Context: an optimization exercise on an open-source flow, tuned for small area and a short achievable clock period. The choices shown serve that exercise and are no tape-out recipe.

==> run a: inputs <==
// cdbus
module cdbus (
    input  logic       clk,
    input  logic       reset,
    input  logic [3:0] csr_address,
    input  logic       csr_read,
    input  logic       csr_write,
    input  logic [31:0]      csr_writedata,
    output logic [31:0]      csr_readdata,
    output logic       irq,
    input  logic       rx,
    output logic       tx
);
Settings: LEC_CHECK=0, CAP_MARGIN=20, CORE_MARGIN=2, CORE_UTILIZATION=60, CTS_BUF_LIST=sky130_fd_sc_hd__clkbuf_16, CTS_CLUSTER_DIAMETER=100, CTS_CLUSTER_SIZE=25, SETUP_SLACK_MARGIN=2.8, SLEW_MARGIN=20; clock period 5.0 ns.
standard.sh (not shown) runs the stock make flow with config.mk's settings and CLKGATE_MAP_FILE= SYNTH_SCRIPT=/design/flow/synth_recipe.tcl, a recipe that flattens the netlist after the stock synthesis.
==> flow/flow/run.sh <==
#!/bin/bash
# The standard layout, with the port buffers made from a plain buffer
# (buf_4) rather than the default delay buffer, so that paths from the
# inputs and to the outputs are not slowed by the port buffers.
set -euo pipefail
export BUFFER_PORTS_ARGS="-buffer_cell sky130_fd_sc_hd__buf_4"
bash standard.sh > standard.log 2>&1
==> inputs of run b, as changes to run a <==
--- a/flow/design.v
+++ b/flow/design.v
@@ -49,11 +49,10 @@
     input  logic       rx_frame_ok,
     input  logic [5:0]      rx_frame_len,
     input  logic       rx_frame_bad,
     input  logic       rx_frame_drop,
     output logic       rx_rd,
-    output logic       rx_rd_clear,
     input  logic [7:0]      rx_rd_byte,      
     output logic       rx_busy,
     input  logic       bus_idle,
     input  logic       bus_idle_n        
 );
@@ -73,11 +72,10 @@
     logic       rx_lost_n;
     assign tx_wr_en   = csr_write && csr_address == CSR_TX_DATA && !tx_pending;
     assign tx_start   = csr_write && csr_address == CSR_TX_CTRL && csr_writedata[0] && !tx_pending;
     assign rx_release = csr_write && csr_address == CSR_RX_CTRL && csr_writedata[0];
     assign rx_rd      = csr_read && csr_address == CSR_RX_DATA;
-    assign rx_rd_clear = reset || rx_frame_ok || rx_release;
     assign rx_busy    = rx_pending;
     assign irq        = irq_q;
     assign csr_readdata = {16'd0, readdata_q};
     always_comb begin
         int_mask_n   = int_mask;
@@ -162,50 +160,44 @@
         half_q <= half;
     end
 endmodule
 module cd_rx_buf (
     input  logic       clk,
-    input  logic [7:0] wr_row,       
-    input  logic [7:0] wr_col,       
+    input  logic       wr_en,        
     input  logic [7:0] wr_data,
-    input  logic       pending,      
-    input  logic       rd_clear,     
-    input  logic       rd_next,      
-    output logic [7:0] rd_data       
+    input  logic       rd,           
+    input  logic       tap_set,      
+    input  logic [5:0] tap_pos,      
+    input  logic [7:0] first,        
+    output logic [7:0] cur           
 );
     localparam int DEPTH = MAX_FRAME - 2;
-    logic [DEPTH-1:0][7:0] mem;
+    logic [DEPTH-1:0][7:0] ring;
     logic [7:0] row;                 
     logic [7:0] col;                 
-    logic [1:0][7:0] half;
-    logic [1:0][7:0] half_q;
+    logic [7:0] tap;
     always_comb begin
-        half = '0;
+        tap = '0;
         for (int j = 0; j < 8; j++) begin
             logic [7:0] r;
             r = '0;
             for (int k = 0; k < 8; k++)
-                if (8 * j + k < DEPTH) r = r | ({8{col[k]}} & mem[8 * j + k]);
-            half[j / 4] = half[j / 4] | ({8{row[j]}} & r);
+                if (8 * j + k < DEPTH) r = r | ({8{col[k]}} & ring[8 * j + k]);
+            tap = tap | ({8{row[j]}} & r);
         end
     end
-    assign rd_data = half_q[0] | half_q[1];
     always_ff @(posedge clk) begin
-        for (int i = 0; i < DEPTH; i++)
-            if (wr_row[i / 8] && wr_col[i % 8]) mem[i] <= wr_data;
-        if (rd_clear) begin
-            row <= 8'd1;
-            col <= 8'd2;
-        end else if (rd_next) begin
-            col <= {col[6:0], col[7]};
-            if (col[7]) row <= {row[6:0], row[7]};
-        end
-        if (!pending) begin
-            half_q[0] <= mem[0];
-            half_q[1] <= '0;
-        end else if (rd_next) begin
-            half_q <= half;
+        if (wr_en || rd) begin
+            ring[0] <= wr_en ? wr_data : ring[DEPTH-1];
+            for (int i = 1; i < DEPTH; i++) ring[i] <= ring[i-1];
+        end
+        if (tap_set) begin
+            for (int j = 0; j < 8; j++) row[j] <= tap_pos[5:3] == 3'(j);
+            for (int k = 0; k < 8; k++) col[k] <= tap_pos[2:0] == 3'(k);
+            cur <= first;
+        end else if (rd) begin
+            cur <= tap;
         end
     end
 endmodule
 import cd_pkg::*;
 module cd_tx_bytes (
@@ -303,11 +295,10 @@
     logic       is_crc;      
     assign bit_end = (cnt == div);
     assign load = bytes_valid && ((state == SER_IDLE && (in_frame || bus_idle)) ||
                                   (state == SER_STOP && bit_end && in_frame));
     assign bytes_ack = load;
-    assign crc_bit_en = state == SER_DATA && bit_end && !is_crc;
     assign crc_bit = shreg[0];
     always_comb begin
         state_n = state;
         shreg_n = shreg;
         if (reset) begin
@@ -329,10 +320,12 @@
     end
     always_ff @(posedge clk) begin
         state <= state_n;
         shreg <= shreg_n;
         tx    <= (state_n == SER_START) ? 1'b0 : (state_n == SER_DATA) ? shreg_n[0] : 1'b1;
+        crc_bit_en <= !reset && ((load && !bytes_crc) ||
+                                 (state == SER_DATA && bit_end && bitn != 3'd7 && !is_crc));
         cnt <= (state == SER_IDLE || bit_end) ? '0 : cnt + 1'b1;
         if (reset) begin
             bitn     <= '0;
             in_frame <= 1'b0;
         end else begin
@@ -431,12 +424,13 @@
 module cd_rx_bytes (
     input  logic  clk,
     input  logic  reset,
     input  logic [7:0] filter,
     input  logic  rx_busy,
-    output logic [7:0] ram_wr_row,   
-    output logic [7:0] ram_wr_col,   
+    output logic  ram_wr_en,
+    output logic [5:0] rx_frame_tap,     
+    output logic [7:0] rx_frame_first,   
     output logic [7:0] ram_wr_data,
     output logic  rx_frame_ok,
     output logic [5:0] rx_frame_len,
     output logic  rx_frame_bad,
     output logic  rx_frame_drop,
@@ -460,15 +454,13 @@
     logic       skip;        
     logic       good;
     logic       good_q;      
     assign ram_wr_data = bytes_data;
     always_ff @(posedge clk) begin
-        for (int j = 0; j < 8; j++)
-            ram_wr_row[j] <= bytes_strobe && !rx_busy && count < 7'(MAX_FRAME - 2) &&
-                             count[5:3] == 3'(j);
-        for (int k = 0; k < 8; k++) ram_wr_col[k] <= count[2:0] == 3'(k);
+        ram_wr_en <= bytes_strobe && !rx_busy && count < 7'(MAX_FRAME - 2);
     end
+    assign rx_frame_tap = (count >= 7'(MAX_FRAME - 2)) ? 6'(MAX_FRAME - 4) : 6'(count - 7'd2);
     assign good = (crc == '0) && (count <= 7'(MAX_FRAME)) &&
                   ({2'b00, count} == {1'b0, len_field} + 9'd5);
     assign rx_frame_bad  = bytes_frame_end && !good_q;
     assign rx_frame_drop = bytes_frame_end && good_q && dest_ok && (skip || rx_busy);
     assign rx_frame_ok   = bytes_frame_end && good_q && dest_ok && !(skip || rx_busy);
@@ -484,10 +476,11 @@
             crc  <= crc16_step(crc, bytes_data);
             skip <= skip | rx_busy;
             if (count != 7'h7f) count <= count + 1'b1;
             if (count == 7'd1) dest_ok <= (bytes_data == filter) || (bytes_data == BROADCAST);
             if (count == 7'd2) len_field <= bytes_data;
+            if (count == 7'd0) rx_frame_first <= bytes_data;
         end
     end
 endmodule
 import cd_pkg::*;
 module cdbus (
@@ -523,25 +516,25 @@
     logic  tx_done;
     logic [7:0] tx_row;
     logic [7:0] tx_col;
     logic [7:0] tx_rd_data;
     logic  rx_rd;
-    logic  rx_rd_clear;
     logic [7:0] rx_rd_byte;
     logic  rx_busy;
-    logic [7:0] rx_wr_row;
-    logic [7:0] rx_wr_col;
+    logic  rx_wr_en;
+    logic [5:0] rx_frame_tap;
+    logic [7:0] rx_frame_first;
     logic [7:0] rx_wr_data;
     logic  rx_frame_ok;
     logic [5:0] rx_frame_len;
     logic  rx_frame_bad;
     logic  rx_frame_drop;
     cd_csr csr0 (
         .clk, .reset, .csr_address, .csr_read, .csr_write, .csr_writedata,
         .csr_readdata, .irq, .div, .filter, .tx_wr_en, .tx_start,
         .tx_done, .rx_frame_ok, .rx_frame_len, .rx_frame_bad,
-        .rx_frame_drop, .rx_rd, .rx_rd_clear, .rx_rd_byte, .rx_busy,
+        .rx_frame_drop, .rx_rd, .rx_rd_byte, .rx_busy,
         .bus_idle(rx_byte_bus_idle), .bus_idle_n(rx_byte_bus_idle_n)
     );
     always_ff @(posedge clk) begin
         tx_wr_q      <= tx_wr_en;
         tx_wr_data_q <= csr_writedata[7:0];
@@ -549,12 +542,13 @@
     cd_tx_buf tx_buf0 (
         .clk, .wr_en(tx_wr_q), .row(tx_row), .col(tx_col), .wr_data(tx_wr_data_q),
         .rd_data(tx_rd_data)
     );
     cd_rx_buf rx_buf0 (
-        .clk, .wr_row(rx_wr_row), .wr_col(rx_wr_col), .wr_data(rx_wr_data),
-        .pending(rx_busy), .rd_clear(rx_rd_clear), .rd_next(rx_rd), .rd_data(rx_rd_byte)
+        .clk, .wr_en(rx_wr_en), .wr_data(rx_wr_data), .rd(rx_rd && rx_busy),
+        .tap_set(rx_frame_ok), .tap_pos(rx_frame_tap), .first(rx_frame_first),
+        .cur(rx_rd_byte)
     );
     cd_tx_bytes tx_bytes0 (
         .clk, .reset, .tx_wr_en, .tx_wr_q, .tx_start, .ram_rd_data(tx_rd_data),
         .ram_row(tx_row), .ram_col(tx_col), .tx_done, .bytes_data(tx_byte_data),
         .bytes_valid(tx_byte_valid), .bytes_last(tx_byte_last), .bytes_crc(tx_byte_crc),
@@ -569,11 +563,11 @@
         .clk, .reset, .div, .rx, .bytes_data(rx_byte_data), .bytes_strobe(rx_byte_strobe),
         .bytes_frame_end(rx_byte_frame_end), .bytes_bus_idle(rx_byte_bus_idle),
         .bytes_bus_idle_n(rx_byte_bus_idle_n)
     );
     cd_rx_bytes rx_bytes0 (
-        .clk, .reset, .filter, .rx_busy, .ram_wr_row(rx_wr_row), .ram_wr_col(rx_wr_col),
+        .clk, .reset, .filter, .rx_busy, .ram_wr_en(rx_wr_en), .rx_frame_tap, .rx_frame_first,
         .ram_wr_data(rx_wr_data), .rx_frame_ok, .rx_frame_len, .rx_frame_bad,
         .rx_frame_drop, .bytes_data(rx_byte_data), .bytes_strobe(rx_byte_strobe),
         .bytes_frame_end(rx_byte_frame_end), .bytes_bus_idle(rx_byte_bus_idle)
     );
 endmodule
--- a/flow/config.mk
+++ b/flow/config.mk
@@ -5,11 +5,11 @@
 export SDC_FILE = /design/flow/constraint.sdc
 export NUM_CORES = 4
 export LEC_CHECK = 0
 export CAP_MARGIN = 20
 export CORE_MARGIN = 2
-export CORE_UTILIZATION = 60
+export CORE_UTILIZATION = 70
 export CTS_BUF_LIST = sky130_fd_sc_hd__clkbuf_16
 export CTS_CLUSTER_DIAMETER = 100
 export CTS_CLUSTER_SIZE = 25
 export SETUP_SLACK_MARGIN = 2.8
 export SLEW_MARGIN = 20
==> flow_summary.toml <==
[global_route]
grt.met3_usage = 0.03420

[timing]
fin_crit_ns = 2.161

[clock_network]
clock_latency_ns = 0.68

[status]
status = "complete, no violations"

[detailed_routing]
post_drt_wl_per_cell_um = 27.41

[finish]
fillCellCount = 5821

[power]
p_seq_frac = 0.676

[yosys]
avgSynthCellArea_um2 = 14.83
Source of the figures above: run a

==> flow_summary.toml <==
[yosys]
avgSynthCellArea_um2 = 15.12
synth_top_family_by_area = "compound AO/OA/AOI/OAI gates"

[worst_setup_path]
cpLargestDelayFamily = "compound AO/OA/AOI/OAI gates"

[placement]
io_buffer_count = 42

[clock_network]
clock_latency_ns = 0.67

[timing]
tightest_slew_ns = 0.9165
relSlewSlack = 0.3882
fin_crit_ns = 2.199

[global_route]
grt_pass1_vias = 27950

[finish]
multiInputGateArea_mm2 = 0.01124
fillCellCount = 3918
seq_share = 0.7017

[status]
status = "complete, no violations"
Source of the figures above: run b

Function was not checked in any run of this note: the RTL went through the layout flow alone.

[re-timing with driven ports]
How much do the figures lean on ideal ports? The routed layouts below were timed once more, with nothing changed but the port constraints.
Step 1 sets driving cells, clkbuf_16 on the clock port and buf_2 on the other inputs (assumed; they add their load-dependent delay and slew).
Step 2 also shifts input and output timing later by t, the mid clock arrival at the registers, as if the neighbouring blocks saw the same clock.
a / b / c = no drivers / after step 1 / after step 2; a / b = the first two.
run	shift t [ns]	setup WS [ns]	worst setup path after step 2	clock arrival spread, ns	cell pins on the clock port's net
run a	0.720	2.839 / 2.796 / 2.206	input to register	0.043 / 0.043	1
run b	0.724	2.801 / 2.801 / 2.169	input to register	0.033 / 0.033	1
After both steps setup and hold are still met in every run listed. The setup slack of run a, which loses most, moves by -0.043 ns with the drivers and by -0.633 ns with both steps.
